Background: an optimization exercise with open tools, aiming at a short achievable clock period and few clock cycles. Do not read the settings as production practice.
For this run, only the layout was checked, not whether the RTL still works.
Power and IR drop assume default switching activity.

==> flow/design.v <==
package isa_pkg;
  typedef enum logic [6:0] {
    OPC_OP     = 7'b0110011,
    OPC_OP_IMM = 7'b0010011,
    OPC_BRANCH = 7'b1100011,
    OPC_JAL    = 7'b1101111,
    OPC_SYSTEM = 7'b1110011
  } opcode_e;
  localparam logic [2:0] F3_ADD  = 3'b000;
  localparam logic [2:0] F3_XOR  = 3'b100;
  localparam logic [2:0] F3_OR   = 3'b110;
  localparam logic [2:0] F3_AND  = 3'b111;
  localparam logic [2:0] F3_BNE  = 3'b001;
  localparam logic [2:0] F3_CSRW = 3'b001;
  localparam logic [2:0] F3_CSRR = 3'b010;
  localparam logic [6:0] F7_SUB  = 7'b0100000;
  typedef struct packed {
    logic [6:0]             funct7;
    logic [5-1:0] rs2;
    logic [5-1:0] rs1;
    logic [2:0]             funct3;
    logic [5-1:0] rd;
    opcode_e                opcode;
  } inst_r_t;
  typedef struct packed {
    logic [11:0]            imm12;
    logic [5-1:0] rs1;
    logic [2:0]             funct3;
    logic [5-1:0] rd;
    opcode_e                opcode;
  } inst_i_t;
  typedef union packed {
    inst_r_t r;
    inst_i_t i;
  } inst_u;
endpackage
package pipe_pkg;
  typedef enum logic [2:0] {
    ALU_ADD,
    ALU_SUB,
    ALU_XOR,
    ALU_AND,
    ALU_OR,
    ALU_CP2
  } alu_fn_e;
  typedef enum logic [1:0] {
    WB_ALU,
    WB_PC4,
    WB_MNGR
  } wb_sel_e;
  typedef struct packed {
    logic               valid;
    logic [32-1:0]   pc;
    logic [32-1:0]   inst;    
  } fd_t;
  typedef struct packed {
    logic                   valid;
    logic [32-1:0]       pc;
    logic [32-1:0]       op1;
    logic [32-1:0]       op2;
    logic [32-1:0]       rs2_data;
    alu_fn_e                alu_fn;
    wb_sel_e                wb_sel;
    logic                   branch;
    logic [32-1:0]       target;
    logic                   wen;
    logic [5-1:0] rd;
    logic                   mngr;
  } dx_t;
  typedef struct packed {
    logic                   valid;
    logic [32-1:0]       result;
    logic                   wen;
    logic [5-1:0] rd;
    logic                   mngr;
  } xw_t;
  typedef struct packed {
    logic                   live;
    logic [5-1:0] rd;
  } dest_t;
  typedef struct packed {
    logic               taken;
    logic [32-1:0]   target;
  } redirect_t;
  typedef struct packed {
    logic                   en;
    logic [5-1:0] addr;
    logic [32-1:0]       data;
  } rf_wr_t;
endpackage
`timescale 1ns/1ps
module proc_regfile (
  input  logic                   clk,
  input  logic                   wen_i,
  input  logic [5-1:0] waddr_i,
  input  logic [32-1:0]       wdata_i,
  input  logic [5-1:0] rs1_addr_i,
  input  logic [5-1:0] rs2_addr_i,
  output logic [32-1:0]       rs1_data_o,
  output logic [32-1:0]       rs2_data_o
);
  logic [32-1:0] regs [1:31];
  always_ff @(posedge clk) begin
    for (int i = 1; i < 32; i++) begin
      if (wen_i && waddr_i == i[4:0]) regs[i] <= wdata_i;
    end
  end
  always_comb begin
    rs1_data_o = '0;
    rs2_data_o = '0;
    for (int i = 1; i < 32; i++) begin
      if (rs1_addr_i == i[4:0]) rs1_data_o = regs[i];
      if (rs2_addr_i == i[4:0]) rs2_data_o = regs[i];
    end
  end
endmodule
`timescale 1ns/1ps
module proc_top (
  input  logic             clk,
  input  logic             reset,
  output logic [32-1:0] imem_addr_o,
  input  logic [32-1:0] imem_data_i,
  input  logic [32-1:0] mngr2proc_data_i,
  input  logic             mngr2proc_val_i,
  output logic             mngr2proc_rdy_o,
  output logic [32-1:0] proc2mngr_data_o,
  output logic             proc2mngr_val_o,
  input  logic             proc2mngr_rdy_i
);
  localparam int BTB_IW = 5;
  localparam int BTB_N  = 1 << BTB_IW;
  localparam int TAG_LO = BTB_IW + 2;
  localparam int TAG_HI = 13;
  function automatic logic [31:0] add32(input logic [31:0] a, input logic [31:0] b,
                                        input logic cin);
    logic [31:0] g, p, gg, pp, gn, pn;
    logic [31:0] c;
    g = a & b;
    p = a ^ b;
    gg = g;
    pp = p;
    gg[0] = g[0] | (p[0] & cin);
    for (int d = 1; d < 32; d = d * 2) begin
      gn = gg;
      pn = pp;
      for (int i = d; i < 32; i++) begin
        gn[i] = gg[i] | (pp[i] & gg[i-d]);
        pn[i] = pp[i] & pp[i-d];
      end
      gg = gn;
      pp = pn;
    end
    c = {gg[30:0], cin};
    add32 = p ^ c;
  endfunction
  function automatic logic [29:0] inc30(input logic [29:0] a);
    logic [29:0] pp, pn;
    pp = a;
    for (int d = 1; d < 30; d = d * 2) begin
      pn = pp;
      for (int i = d; i < 30; i++) pn[i] = pp[i] & pp[i-d];
      pp = pn;
    end
    inc30 = a ^ {pp[28:0], 1'b1};
  endfunction
  logic [31:0] pc_q;
  logic        d_v;
  logic [31:0] d_inst;
  logic [31:0] d_pc;
  logic        d_got;       
  logic [31:0] d_word;
  logic        d_pt;        
  logic [31:0] d_ptgt;      
  logic        d_hit;       
  logic [1:0]  d_ctr;       
  logic [31:0] d_target;    
  logic [31:0] d_pc4;
  logic        x_v;
  logic [31:0] x_op1;
  logic [31:0] x_op2;       
  logic        x_cin;       
  logic        x_s_add, x_s_xor, x_s_and, x_s_or;
  logic [31:0] x_cmp2;      
  logic [31:0] x_target;
  logic        x_tok;       
  logic [4:0]  x_rd;
  logic        x_wen;       
  logic        x_bne;
  logic        x_jal;
  logic        x_csrw;
  logic        x_pt;        
  logic        x_hit;
  logic [1:0]  x_ctr;
  logic [31:0] x_pc;
  logic [31:0] x_pc4;
  logic        w_wen;
  logic [4:0]  w_rd;
  logic [31:0] w_res;
  logic        in_rdy_q;
  logic [2:0]  ov;          
  logic [31:0] oq [3];      
  logic [4:0]  rs1, rs2, rd;
  logic [31:0] rf1, rf2;
  proc_regfile i_regfile (
    .clk        (clk),
    .wen_i      (w_wen),
    .waddr_i    (w_rd),
    .wdata_i    (w_res),
    .rs1_addr_i (rs1),
    .rs2_addr_i (rs2),
    .rs1_data_o (rf1),
    .rs2_data_o (rf2)
  );
  logic [31:0] x_sum;
  logic [31:0] x_res;
  logic        x_taken;
  logic        x_act;
  logic        x_mispred;
  logic [31:0] x_fix;
  assign x_sum = add32(x_op1, x_op2, x_cin);
  assign x_res = ({32{x_s_add}} & x_sum) |
                 ({32{x_s_xor}} & (x_op1 ^ x_op2)) |
                 ({32{x_s_and}} & (x_op1 & x_op2)) |
                 ({32{x_s_or}}  & (x_op1 | x_op2));
  assign x_taken   = x_bne && (x_op1 != x_cmp2);
  assign x_act     = x_jal || x_taken;
  assign x_mispred = x_v && (x_act ? !(x_pt && x_tok) : x_pt);
  assign x_fix     = x_act ? x_target : x_pc4;
  logic [6:0]  opc;
  logic [2:0]  f3;
  logic        d_op, d_opimm, d_isbne, d_jal, d_csrr, d_csrw;
  logic        d_sub;
  logic        d_wen;
  logic [31:0] imm_i;
  logic [31:0] d_rs1v, d_rs2v, d_op1, d_op2;
  logic        d_stall;
  logic        d_spred;
  logic        d_redir;
  logic        take;
  logic [31:0] d_inword;
  logic        d_z1;
  assign opc = d_inst[6:0];
  assign f3  = d_inst[14:12];
  assign rs1 = d_inst[19:15];
  assign rs2 = d_inst[24:20];
  assign rd  = d_inst[11:7];
  assign d_op    = (opc == 7'b0110011);
  assign d_opimm = (opc == 7'b0010011);
  assign d_isbne = (opc == 7'b1100011) && (f3 == 3'b001);
  assign d_jal   = (opc == 7'b1101111);
  assign d_csrr  = (opc == 7'b1110011) && (f3 == 3'b010) && (d_inst[31:20] == 12'hFC0);
  assign d_csrw  = (opc == 7'b1110011) && (f3 == 3'b001) && (d_inst[31:20] == 12'h7C0);
  assign d_wen   = (d_op || d_opimm || d_jal || d_csrr) && (rd != 5'd0);
  assign d_sub   = d_op && (f3 == 3'b000) && (d_inst[31:25] == 7'b0100000);
  assign imm_i = {{20{d_inst[31]}}, d_inst[31:20]};
  always_comb begin
    if (x_v && x_wen && x_rd == rs1)      d_rs1v = x_res;
    else if (w_wen && w_rd == rs1)        d_rs1v = w_res;
    else                                  d_rs1v = rf1;
    if (x_v && x_wen && x_rd == rs2)      d_rs2v = x_res;
    else if (w_wen && w_rd == rs2)        d_rs2v = w_res;
    else                                  d_rs2v = rf2;
  end
  assign d_z1     = d_jal || d_csrr;
  assign d_op1    = d_z1 ? 32'd0 : d_rs1v;
  assign take     = in_rdy_q && mngr2proc_val_i;
  assign d_inword = d_got ? d_word : mngr2proc_data_i;
  always_comb begin
    if (d_opimm)      d_op2 = imm_i;
    else if (d_jal)   d_op2 = d_pc4;
    else if (d_csrr)  d_op2 = d_inword;
    else              d_op2 = d_rs2v ^ {32{d_sub}};
  end
  assign d_stall = d_v && ((d_csrr && !d_got && !take) || (d_csrw && ov[1]));
  assign d_spred = (d_jal || (d_isbne && !d_hit && rs1 != rs2)) && !d_pt;
  assign d_redir = d_v && d_spred && !x_mispred;
  logic                     btb_v   [BTB_N];
  logic [TAG_HI-TAG_LO:0]   btb_tag [BTB_N];
  logic [31:2]              btb_tgt [BTB_N];
  logic [1:0]               btb_ctr [BTB_N];
  logic [BTB_IW-1:0]        f_idx;
  logic                     f_hit, f_pred;
  logic [31:0]              f_tgt;
  logic [1:0]               f_ctr;
  assign f_idx  = pc_q[BTB_IW+1:2];
  assign f_hit  = btb_v[f_idx] && (btb_tag[f_idx] == pc_q[TAG_HI:TAG_LO]);
  assign f_ctr  = btb_ctr[f_idx];
  assign f_pred = f_hit && f_ctr[1];
  assign f_tgt  = {btb_tgt[f_idx], 2'b00};
  logic [BTB_IW-1:0] u_idx;
  logic              u_br;
  logic [1:0]        u_ctr;
  assign u_idx = x_pc[BTB_IW+1:2];
  assign u_br  = x_bne || x_jal;
  always_comb begin
    if (x_jal)          u_ctr = 2'd3;
    else if (!x_hit)    u_ctr = 2'd2;
    else if (x_taken)   u_ctr = (x_ctr == 2'd3) ? 2'd3 : x_ctr + 2'd1;
    else                u_ctr = (x_ctr == 2'd0) ? 2'd0 : x_ctr - 2'd1;
  end
  logic                   ub_wr, ub_clr;
  logic [BTB_IW-1:0]      ub_idx;
  logic [TAG_HI-TAG_LO:0] ub_tag;
  logic [31:2]            ub_tgt;
  logic [1:0]             ub_ctr;
  always_ff @(posedge clk) begin
    if (reset) begin
      ub_wr  <= 1'b0;
      ub_clr <= 1'b0;
    end else begin
      ub_wr  <= x_v && u_br && (x_hit || x_act);
      ub_clr <= x_v && !u_br && x_pt;
    end
    ub_idx <= u_idx;
    ub_tag <= x_pc[TAG_HI:TAG_LO];
    ub_tgt <= x_target[31:2];
    ub_ctr <= u_ctr;
  end
  always_ff @(posedge clk) begin
    if (reset) begin
      for (int i = 0; i < BTB_N; i++) btb_v[i] <= 1'b0;
    end else if (ub_wr) begin
      btb_v[ub_idx]   <= 1'b1;
      btb_tag[ub_idx] <= ub_tag;
      btb_tgt[ub_idx] <= ub_tgt;
      btb_ctr[ub_idx] <= ub_ctr;
    end else if (ub_clr) begin
      btb_v[ub_idx]   <= 1'b0;
    end
  end
  logic [31:0] pc_next;
  logic [31:0] pc_q4;
  assign pc_q4 = {inc30(pc_q[31:2]), pc_q[1:0]};
  logic [31:0] f_immb, f_immj, f_tb, f_tj, f_target;
  logic        f_jal;
  assign f_immb = {{20{imem_data_i[31]}}, imem_data_i[7], imem_data_i[30:25],
                   imem_data_i[11:8], 1'b0};
  assign f_immj = {{12{imem_data_i[31]}}, imem_data_i[19:12], imem_data_i[20],
                   imem_data_i[30:21], 1'b0};
  assign f_jal  = imem_data_i[3];   
  assign f_tb   = add32(pc_q, f_immb, 1'b0);
  assign f_tj   = add32(pc_q, f_immj, 1'b0);
  assign f_target = f_jal ? f_tj : f_tb;
  always_comb begin
    if (x_mispred)      pc_next = x_fix;
    else if (d_redir)   pc_next = d_target;
    else if (d_stall)   pc_next = pc_q;
    else if (f_pred)    pc_next = f_tgt;
    else                pc_next = pc_q4;
  end
  assign imem_addr_o = pc_q;
  logic f_csrr;
  logic nx_need;
  assign f_csrr = (imem_data_i[6:0] == 7'b1110011) && (imem_data_i[14:12] == 3'b010) &&
                  (imem_data_i[31:20] == 12'hFC0);
  always_comb begin
    if (x_mispred)    nx_need = 1'b0;
    else if (d_stall) nx_need = d_csrr && !d_got;
    else              nx_need = !d_redir && f_csrr && !(d_v && (d_isbne || d_jal || d_pt));
  end
  always_ff @(posedge clk) begin
    if (reset) begin
      pc_q     <= 32'h0000_0200;
      d_v      <= 1'b0;
      d_got    <= 1'b0;
      x_v      <= 1'b0;
      w_wen    <= 1'b0;
      in_rdy_q <= 1'b0;
    end else begin
      pc_q     <= pc_next;
      in_rdy_q <= nx_need;
      if (x_mispred) begin
        d_v   <= 1'b0;
        d_got <= 1'b0;
      end else if (!d_stall) begin
        d_v   <= !d_redir;
        d_got <= 1'b0;
      end else if (take) begin
        d_got <= 1'b1;
      end
      x_v   <= d_v && !d_stall && !x_mispred;
      w_wen <= x_v && x_wen;
    end
  end
  always_ff @(posedge clk) begin
    if (!d_stall) begin
      d_inst <= imem_data_i;
      d_pc   <= pc_q;
      d_pt   <= f_pred;
      d_ptgt <= f_tgt;
      d_hit  <= f_hit;
      d_ctr  <= f_ctr;
      d_target <= f_target;
      d_pc4  <= pc_q4;
    end
    if (take) d_word <= mngr2proc_data_i;
    x_op1    <= d_op1;
    x_op2    <= d_op2;
    x_cin    <= d_sub;
    x_s_add  <= (d_op || d_opimm) && (f3 == 3'b000 || f3 == 3'b001 || f3 == 3'b010 ||
                                      f3 == 3'b011 || f3 == 3'b101);
    x_s_xor  <= (d_op || d_opimm) && (f3 == 3'b100);
    x_s_and  <= (d_op || d_opimm) && (f3 == 3'b111);
    x_s_or   <= ((d_op || d_opimm) && (f3 == 3'b110)) || d_z1;
    x_cmp2   <= d_rs2v;
    x_target <= d_target;
    x_tok    <= d_spred || (d_ptgt == d_target);
    x_rd     <= rd;
    x_wen    <= d_wen;
    x_bne    <= d_isbne;
    x_jal    <= d_jal;
    x_csrw   <= d_csrw;
    x_pt     <= d_pt || d_spred;
    x_hit    <= d_hit;
    x_ctr    <= d_ctr;
    x_pc     <= d_pc;
    x_pc4    <= d_pc4;
    w_rd  <= x_rd;
    w_res <= x_res;
  end
  logic        pop;
  logic        push;
  logic [2:0]  ov_s;
  logic [31:0] oq_s [3];
  assign pop  = ov[0] && proc2mngr_rdy_i;
  assign push = x_v && x_csrw;
  always_comb begin
    if (pop) begin
      ov_s    = {1'b0, ov[2:1]};
      oq_s[0] = oq[1];
      oq_s[1] = oq[2];
      oq_s[2] = oq[2];
    end else begin
      ov_s    = ov;
      oq_s[0] = oq[0];
      oq_s[1] = oq[1];
      oq_s[2] = oq[2];
    end
  end
  always_ff @(posedge clk) begin
    if (reset) begin
      ov <= 3'b000;
    end else if (push) begin
      ov <= {ov_s[1:0], 1'b1};
    end else begin
      ov <= ov_s;
    end
  end
  always_ff @(posedge clk) begin
    oq[0] <= (push && !ov_s[0]) ? x_op1 : oq_s[0];
    oq[1] <= (push && ov_s[0] && !ov_s[1]) ? x_op1 : oq_s[1];
    oq[2] <= (push && ov_s[1]) ? x_op1 : oq_s[2];
  end
  assign mngr2proc_rdy_o  = in_rdy_q;
  assign proc2mngr_val_o  = ov[0];
  assign proc2mngr_data_o = oq[0];
endmodule
==> flow/run.sh <==
#!/bin/bash
# synth_recipe.tcl (not shown) runs the flow's synth.tcl, then flattens the netlist and writes it again
# the make line also repeats each setting of config.mk as NAME=value (left out here)
make -C /OpenROAD-flow-scripts/flow DESIGN_CONFIG=/design/flow/config.mk WORK_HOME=/design/flow/orfs CLKGATE_MAP_FILE= SYNTH_SCRIPT=/design/flow/synth_recipe.tcl finish
==> flow/config.mk <==
export PLATFORM = sky130hd
export DESIGN_NAME = proc_top
export DESIGN_NICKNAME = proc_top
export VERILOG_FILES = /design/flow/design.v
export SDC_FILE = /design/flow/constraint.sdc
export NUM_CORES = 4
export LEC_CHECK = 0
export ABC_CLOCK_PERIOD_IN_PS = 2000
export CAP_MARGIN = 20
export CORE_MARGIN = 2
export CORE_UTILIZATION = 40
export SETUP_SLACK_MARGIN = 4.0
export SLEW_MARGIN = 20
export TNS_END_PERCENT = 100
==> flow/constraint.sdc <==
create_clock -name core_clock -period 6.0 [get_ports {clk}]
set_input_delay 1.2000 -clock core_clock [delete_from_list [all_inputs] [get_ports {clk}]]
set_output_delay 1.2000 -clock core_clock [all_outputs]
set_load 0.01 [all_outputs]
==> results.txt <==
## worst max-delay path: cells and delay by family (launching register included)
| family | cells | cell delay, ps |
|---|---|---|
| mux | 1 | 200 |
| flops | 1 | 330 |
| compound gates | 7 | 1970 |
| simple gates | 2 | 390 |
| fa+ha+maj | 2 | 610 |
| buf+inv | 1 | 80 |
## path summary, 6_finish.rpt
path | start | to | depth (start not counted)
hold / removal | x_pc[8] | ub_tag[1] | 0
hold reg to reg | x_pc[8] | ub_tag[1] | 0
setup reg to reg | x_cin | x_op2[16] | 13
setup / recovery | x_cin | x_op2[16] | 13
## cell usage after synthesis (all sizes together) (31+ instances only)
cell type	count
a21o	31
inv	140
mux4	375
ha	108
o211ai	54
o22ai	218
a2111oi	36
nand4	89
edfxtp	2541
o21bai	34
a21oi	297
xor2	52
o21a	35
nand2	407
a221oi	90
nand2b	41
o21ai	479
mux2	111
mux2i	212
and3	39
o221ai	51
a31oi	74
nand3	140
clkbuf	339
nor4	43
a22o	57
nor3	93
nor2	489
xnor2	128
dfxtp	318
buf	158
a211oi	72
nor2b	48
a22oi	266
a222oi	53
## per-layer routing
| layer | GRT usage, % | share of wire, % |
|---|---|---|
| met2 | 47.85 | 45 |
| met1 | 39.80 | 35 |
| met3 | 7.850 | 13 |
| met5 | 0.1406 | 0.039 |
| met4 | 18.73 | 7.8 |
## layout make-up
| cell class | instances | area [µm²] | area share [%] |
|---|---|---|---|
| Sequential cell | 2859 | 82890 | 51.97 |
| Multi-Input combinational cell | 4600 | 43410 | 27.21 |
| Timing Repair Buffer | 1515 | 18220 | 11.42 |
| Clock buffer | 393 | 8248 | 5.171 |
| Tap cell | 3978 | 4977 | 3.120 |
| Clock inverter | 129 | 1150 | 0.7209 |
| Inverter | 142 | 561.8 | 0.3522 |
| Antenna cell | 16 | 40.04 | 0.02510 |
| Timing Repair inverter | 1 | 7.507 | 0.004707 |
## kinds of logic after synthesis
| family | count (synthesis) | synth area share, % |
|---|---|---|
| xor gates and xnor gates | 180 | 1.300 |
| buffers and inverters | 639 | 2.167 |
| DFF | 2859 | 68.18 |
| AOI/OAI and AO/OA | 2052 | 11.45 |
| and+or+nand+nor | 1531 | 5.962 |
| adders and majority gates | 113 | 1.189 |
| muxes | 698 | 9.750 |
## repair_timing
item / in CTS / in global routing
endpoints found under the setup margin: 2864 / 1671
gates cloned: 86 / 29
gates resized for setup: 2274 / 525
pin swaps: 466 / 317
setup buffers: 670 / 216
## registers in the layout (all words and copies together), names as in the netlist, 7 cells and up, named ones only
| signal | cells |
|---|---|
| btb_ctr | 64 |
| btb_tag | 224 |
| btb_tgt | 960 |
| btb_v | 32 |
| d_inst | 32 |
| d_pc | 14 |
| d_pc4 | 30 |
| d_ptgt | 30 |
| d_target | 31 |
| d_word | 32 |
| i_regfile.regs | 992 |
| oq | 96 |
| pc_q | 32 |
| ub_tag | 7 |
| ub_tgt | 30 |
| w_res | 32 |
| x_cmp2 | 32 |
| x_op1 | 32 |
| x_op2 | 32 |
| x_pc | 12 |
| x_pc4 | 32 |
| x_target | 31 |
## power breakdown
part	total, mW	internal, mW	leakage (nW)	switching (mW)
clock network	18.3	10.4	4.62	7.89
registers	22.5	22.0	25.6	0.535
logic	5.62	2.51	23.9	3.11
==> flow_metrics.env <==
export IMPL_status="timing/DRC/antenna clean"
export IMPL_htreeDepth=5
export IMPL_pin_count=134
export IMPL_routabilityCongestion=1.015
export IMPL_grt_antenna_before_repair=28
export IMPL_grt_first_pass_wirelength_um=677000
export IMPL_dp_cells=12090
export IMPL_drive_above_1_share_pct=36.07
export IMPL_critPathMaxFanout=3
export IMPL_crit_chain="fa_2, inv_2, fa_2, nor2b_2, o31a_1, o41a_1, o41a_1, o31ai_4, a21oi_1, nand3b_1, a31oi_2, mux2i_1, o211ai_1"
export IMPL_ctsRootBufferMaster="clkbuf_16"
export IMPL_place_area_um2=129600
export IMPL_cp_required_ps=6750
export IMPL_p_leak_nw=54.15
export IMPL_drv_slew=0
export IMPL_hold_buffers=0
export IMPL_fin_crit_sh_pct=61.44
export IMPL_synthToLayoutAreaGrowth_pct=31.56
export IMPL_dp_final_hpwl_um=293300
export IMPL_final_cell_mix="edfxtp_1 (2,541), buf_4 (747), mux4_2 (374)"
export IMPL_r2r_slack_ps=2310
export IMPL_vdd_drop_max_uv=269.6
export IMPL_clkTransAtPathRegs_ps=70
export IMPL_clock_fmax_ghz=0.2713
export IMPL_relSlewSlack_pct=7.443
export IMPL_fin_util_pct=52.77
export IMPL_tns_ps=0
export IMPL_vias_per_cell=6.582
export IMPL_grt_max_degree=66
export IMPL_clockBufferDepth=4
export IMPL_fin_area_um2=159500
export IMPL_rsz0062_at_grt="true"
export IMPL_final_common_cell="edfxtp_1"
export IMPL_max_cap_violations=0
export IMPL_rows=202
export IMPL_finalPower_mw=46.46
export IMPL_yosysWarnings=5
export IMPL_synth_top_area_share_pct=62.93
export IMPL_cp_end_kind="flop"
export IMPL_cts_sinks=2859
export IMPL_setup_viol=0
export IMPL_start_util_pct=40.11
export IMPL_dr_pass1_iters=10
export IMPL_portBuffers=133
export IMPL_grt_overflow_total=0
export IMPL_synth_fp_nets=8252
export IMPL_clk_latency_ps=890
export IMPL_synth_cell_types=94
export IMPL_design_die_area_um2=307500
export IMPL_cpPeakStageDelay_ps=460
export IMPL_cts_tree="yes"
export IMPL_ant_nets=0
export IMPL_worstSetupStartpointType="flop"
export IMPL_crit_arrival_ps=4430
export IMPL_setup_slack_ps=2314
export IMPL_fin_nets=9596
export IMPL_fp_coreArea_um2=302300
export IMPL_n_fill_cell=24010
export IMPL_cts_buffers=297
export IMPL_wl_per_cell_um=36.80
export IMPL_drtIter0Drc=15440
export IMPL_die_w_um=554.6
export IMPL_fin_cells=13630
export IMPL_ys_ff_latch=2859
export IMPL_clock_skew_final_ps=56.62
export IMPL_hold_violations=0
export IMPL_vias=89740
export IMPL_worstSetupPathType="reg -> reg"
export IMPL_ys_async_sr_fraction_pct=0
export IMPL_worst_slew_pin_slew_ps=1388
export IMPL_avgSynthCellArea_um2=15.02
export IMPL_synth_cells=8072
export IMPL_synth_area_um2=121200
export IMPL_die_h_um=554.6
export IMPL_crit_path_top_delay_cell="o41a_1"
export IMPL_synthFlopType="edfxtp_1"
export IMPL_synth_area_leader_cell="edfxtp_1"
export IMPL_powerDensity_nw_per_um2=291.3
export IMPL_ys_seq_area_share_pct=68.18
export IMPL_drc=0
export IMPL_yosys_top_cells_area="edfxtp_1 (63%), mux4_2 (6.9%), dfxtp_1 (5.3%)"
export IMPL_period_needed_ps=3686
export IMPL_grt_pass1_vias=85700
export IMPL_worstHoldPathType="reg -> reg"
export IMPL_track_usage_pct=31.15
export IMPL_hold_slack_ps=326.8
export IMPL_synth_edf_count=2541
export IMPL_drt_total_wl_um=501800
export IMPL_dp_slack_ps=614.0

## separate check: timing with driven ports
The flow's constraints put no driver on any port. The routed layout listed below was extracted and timed again, unchanged, in two steps.
Step 1, drivers: a clkbuf_16 drives clk and a buf_2 each remaining input, both assumed.
Step 2 times the ports against the registers' clock, not the clock port: input delays grow and output delays shrink by t, the midpoint of the rising clock arrivals with the driver on.
Three values: ideal ports, drivers, drivers and shift; two values: the first two.
t (ns): 0.977
slack for setup (ns): 2.314 / 2.314 / 1.981
worst hold slack (ns): 0.327 / 0.327 / 0.327
worst setup path after step 2: input to register
latest minus earliest clock arrival (ns): 0.064 / 0.064
After both steps this run still meets setup and hold. The setup slack of this run moves by 0.000 ns with the drivers and by -0.333 ns with both steps.
